This design comes from an exercise in tuning for small area and a short achievable clock period on the open sky130 flow, not from production work. RTL that was checked went through simulation tests only; none was proved equivalent to the original.

==> inputs of run a <==
// coproc_top
module coproc_top (
  input  logic                CLOCK_50,
  input  logic                hps_fpga_reset_n,
  input  logic [word_w-1:0]   in_readdata,
  input  logic                in_waitrequest,
  output logic                in_read,
  output logic [word_w-1:0]   out_writedata,
  output logic                out_write,
  input  logic                out_waitrequest,
  input  logic [2:0]          reset_req,
  output logic                cold_reset,
  output logic                warm_reset,
  output logic                debug_reset,
  output logic [uptime_w-1:0] status_count,
  output logic [led_w-1:0]    ledr
);
  logic [uptime_w-1:0] uptime_q;    
  mult_pipe #(
    .stages (mult_stages)
  ) mult_inst (
    .CLOCK_50         (CLOCK_50),
    .hps_fpga_reset_n (hps_fpga_reset_n),
    .in_readdata      (in_readdata),
    .in_waitrequest   (in_waitrequest),
    .in_read          (in_read),
    .out_writedata    (out_writedata),
    .out_write        (out_write),
    .out_waitrequest  (out_waitrequest)
  );
  reset_req_fsm #(
  ...
export LEC_CHECK = 0
export CAP_MARGIN = 20
export CORE_MARGIN = 2
export CORE_UTILIZATION = 55
export CTS_BUF_LIST = sky130_fd_sc_hd__clkbuf_4
export CTS_CLUSTER_SIZE = 24
export SETUP_SLACK_MARGIN = 3.7
export SLEW_MARGIN = 20
export SYNTH_HIERARCHICAL = 1
create_clock -name core_clock -period 6.8 [get_ports {CLOCK_50}]
standard.sh (not shown) runs the stock make flow with config.mk's settings and CLKGATE_MAP_FILE= SYNTH_SCRIPT=/design/flow/synth_recipe.tcl, a recipe that flattens the netlist after the stock synthesis.
==> flow/flow/run.sh <==
#!/bin/bash
# Layout flow: the standard ORFS flow, with the port buffers that the
# placement step inserts made from sky130_fd_sc_hd__buf_1, which the timing
# repair may then resize, instead of the delay-cell buffer the resizer picks.
set -euo pipefail
bash standard.sh "BUFFER_PORTS_ARGS=-buffer_cell sky130_fd_sc_hd__buf_1" finish > orfs_make.log 2>&1
==> run b (differences from run a) <==
--- a/flow/design.v
+++ b/flow/design.v
@@ -109,15 +109,15 @@
   logic [15:0]       op_b;            
   logic [16:0]       b_ext;           
   logic [15:0]       a_q;
   logic [7:0]        one_q, two_q, neg_q;
   logic              one8_q;
   logic [7:0]        one_d, two_d, neg_d;
   logic [76:0]       s1_d, s1_q;
-  logic [27:0]       x2, y2, sum2;
+  logic [27:0]       x2, y2;
   logic [word_w-1:0] p_d, p_q;
   assign stall   = out_waitrequest;
   assign in_read = !in_waitrequest && !stall;
   always_ff @(posedge CLOCK_50 or negedge hps_fpga_reset_n) begin
     if (!hps_fpga_reset_n) begin
       vld_q <= '0;
     end else if (!stall) begin
@@ -959,158 +959,15 @@
   mult_ha u_s485 (.a(s1_q[67]), .b(s1_q[68]), .s(s485), .co(c486));
   mult_ha u_s487 (.a(s1_q[69]), .b(s1_q[70]), .s(s487), .co(c488));
   mult_ha u_s489 (.a(s1_q[71]), .b(s1_q[72]), .s(s489), .co(c490));
   mult_ha u_s491 (.a(s1_q[73]), .b(s1_q[74]), .s(s491), .co(c492));
   mult_ha u_s493 (.a(s1_q[75]), .b(s1_q[76]), .s(s493), .co(c494));
   assign x2  = {c492, c490, c488, c486, c484, c482, c480, c478, c476, c474, c472, c470, c468, c466, c464, c462, c460, c458, c456, c454, c452, c450, c448, c446, c444, c442, c440, s439};
   assign y2  = {s493, s491, s489, s487, s485, s483, s481, s479, s477, s475, s473, s471, s469, s467, s465, s463, s461, s459, s457, s455, s453, s451, s449, s447, s445, s443, s441, s1_q[6]};
-  logic [27:0] g0, p0, cy;
-  assign g0 = x2 & y2;
-  assign p0 = x2 ^ y2;
-  logic bg1;
-  assign bg1 = g0[1] | (p0[1] & g0[0]);
-  logic bg2;
-  assign bg2 = g0[3] | (p0[3] & g0[2]);
-  logic bp2;
-  assign bp2 = p0[3] & p0[2];
-  logic bg3;
-  assign bg3 = g0[5] | (p0[5] & g0[4]);
-  logic bp3;
-  assign bp3 = p0[5] & p0[4];
-  logic bg4;
-  assign bg4 = g0[7] | (p0[7] & g0[6]);
-  logic bp4;
-  assign bp4 = p0[7] & p0[6];
-  logic bg5;
-  assign bg5 = g0[9] | (p0[9] & g0[8]);
-  logic bp5;
-  assign bp5 = p0[9] & p0[8];
-  logic bg6;
-  assign bg6 = g0[11] | (p0[11] & g0[10]);
-  logic bp6;
-  assign bp6 = p0[11] & p0[10];
-  logic bg7;
-  assign bg7 = g0[13] | (p0[13] & g0[12]);
-  logic bp7;
-  assign bp7 = p0[13] & p0[12];
-  logic bg8;
-  assign bg8 = g0[15] | (p0[15] & g0[14]);
-  logic bp8;
-  assign bp8 = p0[15] & p0[14];
-  logic bg9;
-  assign bg9 = g0[17] | (p0[17] & g0[16]);
-  logic bp9;
-  assign bp9 = p0[17] & p0[16];
-  logic bg10;
-  assign bg10 = g0[19] | (p0[19] & g0[18]);
-  logic bp10;
-  assign bp10 = p0[19] & p0[18];
-  logic bg11;
-  assign bg11 = g0[21] | (p0[21] & g0[20]);
-  logic bp11;
-  assign bp11 = p0[21] & p0[20];
-  logic bg12;
-  assign bg12 = g0[23] | (p0[23] & g0[22]);
-  logic bp12;
-  assign bp12 = p0[23] & p0[22];
-  logic bg13;
-  assign bg13 = g0[25] | (p0[25] & g0[24]);
-  logic bp13;
-  assign bp13 = p0[25] & p0[24];
-  logic bg14;
-  assign bg14 = g0[27] | (p0[27] & g0[26]);
-  logic bp14;
-  assign bp14 = p0[27] & p0[26];
-  logic bg15;
-  assign bg15 = bg2 | (bp2 & bg1);
-  logic bg16;
-  assign bg16 = bg4 | (bp4 & bg3);
-  logic bp16;
-  assign bp16 = bp4 & bp3;
-  logic bg17;
-  assign bg17 = bg6 | (bp6 & bg5);
-  logic bp17;
-  assign bp17 = bp6 & bp5;
-  logic bg18;
-  assign bg18 = bg8 | (bp8 & bg7);
-  logic bp18;
-  assign bp18 = bp8 & bp7;
-  logic bg19;
-  assign bg19 = bg10 | (bp10 & bg9);
-  logic bp19;
-  assign bp19 = bp10 & bp9;
-  logic bg20;
-  assign bg20 = bg12 | (bp12 & bg11);
-  logic bp20;
-  assign bp20 = bp12 & bp11;
-  logic bg21;
-  assign bg21 = bg14 | (bp14 & bg13);
-  logic bp21;
-  assign bp21 = bp14 & bp13;
-  logic bg22;
-  assign bg22 = bg16 | (bp16 & bg15);
-  logic bg23;
-  assign bg23 = bg18 | (bp18 & bg17);
-  logic bp23;
-  assign bp23 = bp18 & bp17;
-  logic bg24;
-  assign bg24 = bg20 | (bp20 & bg19);
-  logic bp24;
-  assign bp24 = bp20 & bp19;
-  logic bg25;
-  assign bg25 = bg23 | (bp23 & bg22);
-  logic bg26;
-  assign bg26 = bg24 | (bp24 & bg25);
-  logic bg27;
-  assign bg27 = bg17 | (bp17 & bg22);
-  logic bg28;
-  assign bg28 = bg19 | (bp19 & bg25);
-  logic bg29;
-  assign bg29 = bg21 | (bp21 & bg26);
-  logic bg30;
-  assign bg30 = bg3 | (bp3 & bg15);
-  logic bg31;
-  assign bg31 = bg5 | (bp5 & bg22);
-  logic bg32;
-  assign bg32 = bg7 | (bp7 & bg27);
-  logic bg33;
-  assign bg33 = bg9 | (bp9 & bg25);
-  logic bg34;
-  assign bg34 = bg11 | (bp11 & bg28);
-  logic bg35;
-  assign bg35 = bg13 | (bp13 & bg26);
-  logic bg36;
-  assign bg36 = g0[2] | (p0[2] & bg1);
-  logic bg37;
-  assign bg37 = g0[4] | (p0[4] & bg15);
-  logic bg38;
-  assign bg38 = g0[6] | (p0[6] & bg30);
-  logic bg39;
-  assign bg39 = g0[8] | (p0[8] & bg22);
-  logic bg40;
-  assign bg40 = g0[10] | (p0[10] & bg31);
-  logic bg41;
-  assign bg41 = g0[12] | (p0[12] & bg27);
-  logic bg42;
-  assign bg42 = g0[14] | (p0[14] & bg32);
-  logic bg43;
-  assign bg43 = g0[16] | (p0[16] & bg25);
-  logic bg44;
-  assign bg44 = g0[18] | (p0[18] & bg33);
-  logic bg45;
-  assign bg45 = g0[20] | (p0[20] & bg28);
-  logic bg46;
-  assign bg46 = g0[22] | (p0[22] & bg34);
-  logic bg47;
-  assign bg47 = g0[24] | (p0[24] & bg26);
-  logic bg48;
-  assign bg48 = g0[26] | (p0[26] & bg35);
-  assign cy = {bg48, bg35, bg47, bg26, bg46, bg34, bg45, bg28, bg44, bg33, bg43, bg25, bg42, bg32, bg41, bg27, bg40, bg31, bg39, bg22, bg38, bg30, bg37, bg15, bg36, bg1, g0[0], 1'b0};
-  assign sum2 = p0 ^ cy;
-  assign p_d = {sum2, {s1_q[3], s1_q[2], s1_q[1], s1_q[0]}};
+  assign p_d = {x2 + y2, {s1_q[3], s1_q[2], s1_q[1], s1_q[0]}};
   always_ff @(posedge CLOCK_50) begin
     if (!stall) begin
       a_q    <= in_readdata[operand_w-1:0];
       one_q  <= one_d;
       two_q  <= two_d;
       neg_q  <= neg_d;
       one8_q <= op_b[15];
- CTS_BUF_LIST: sky130_fd_sc_hd__clkbuf_4 -> not set
- CTS_CLUSTER_SIZE: 24 -> not set
==> notes <==
- Between run a and run b, the lower first-iteration DRC count is in run b (gap about 12%, measured against run b).
- Between run b and run a, the lower synthesized cell count is in run a (gap 7.6%, measured against run a).
- In run b the synthesized area is higher than in run a, by 2.9%.
- Flip-flop and latch count is the same in run b and run a.
The RTL of run a was laid out without a check of its function.

## re-timing with driven ports
No port has a modelled driver above. Below, the same layouts with a new extraction and two added sets of constraints.
Step 1 assumes that a clkbuf_16 drives the clock port and a buf_2 every other input.
Step 2 adds t to the input delays and takes it off the output delays; t is the mean of the earliest and latest rising clock arrival at the registers after step 1. Input paths then give back, and output paths get back, about the clock's delay inside the block.
Three values: no drivers, after step 1, after step 2; two values: the first two.
| run | t (ns) | slack for setup (ns) | worst register clock-pin slew, ns | cell pins on the clock port's net |
|---|---|---|---|---|
| run a | 0.707 | 3.273 / 3.273 / 3.273 | 0.08 / 0.08 | 1 |
| run b | 0.564 | 3.754 / 3.721 / 3.721 | 0.06 / 0.06 | 1 |
After both steps every run listed still meets setup and hold. The setup slack of run b, which loses most, moves by -0.033 ns with the drivers and by -0.033 ns with both steps.
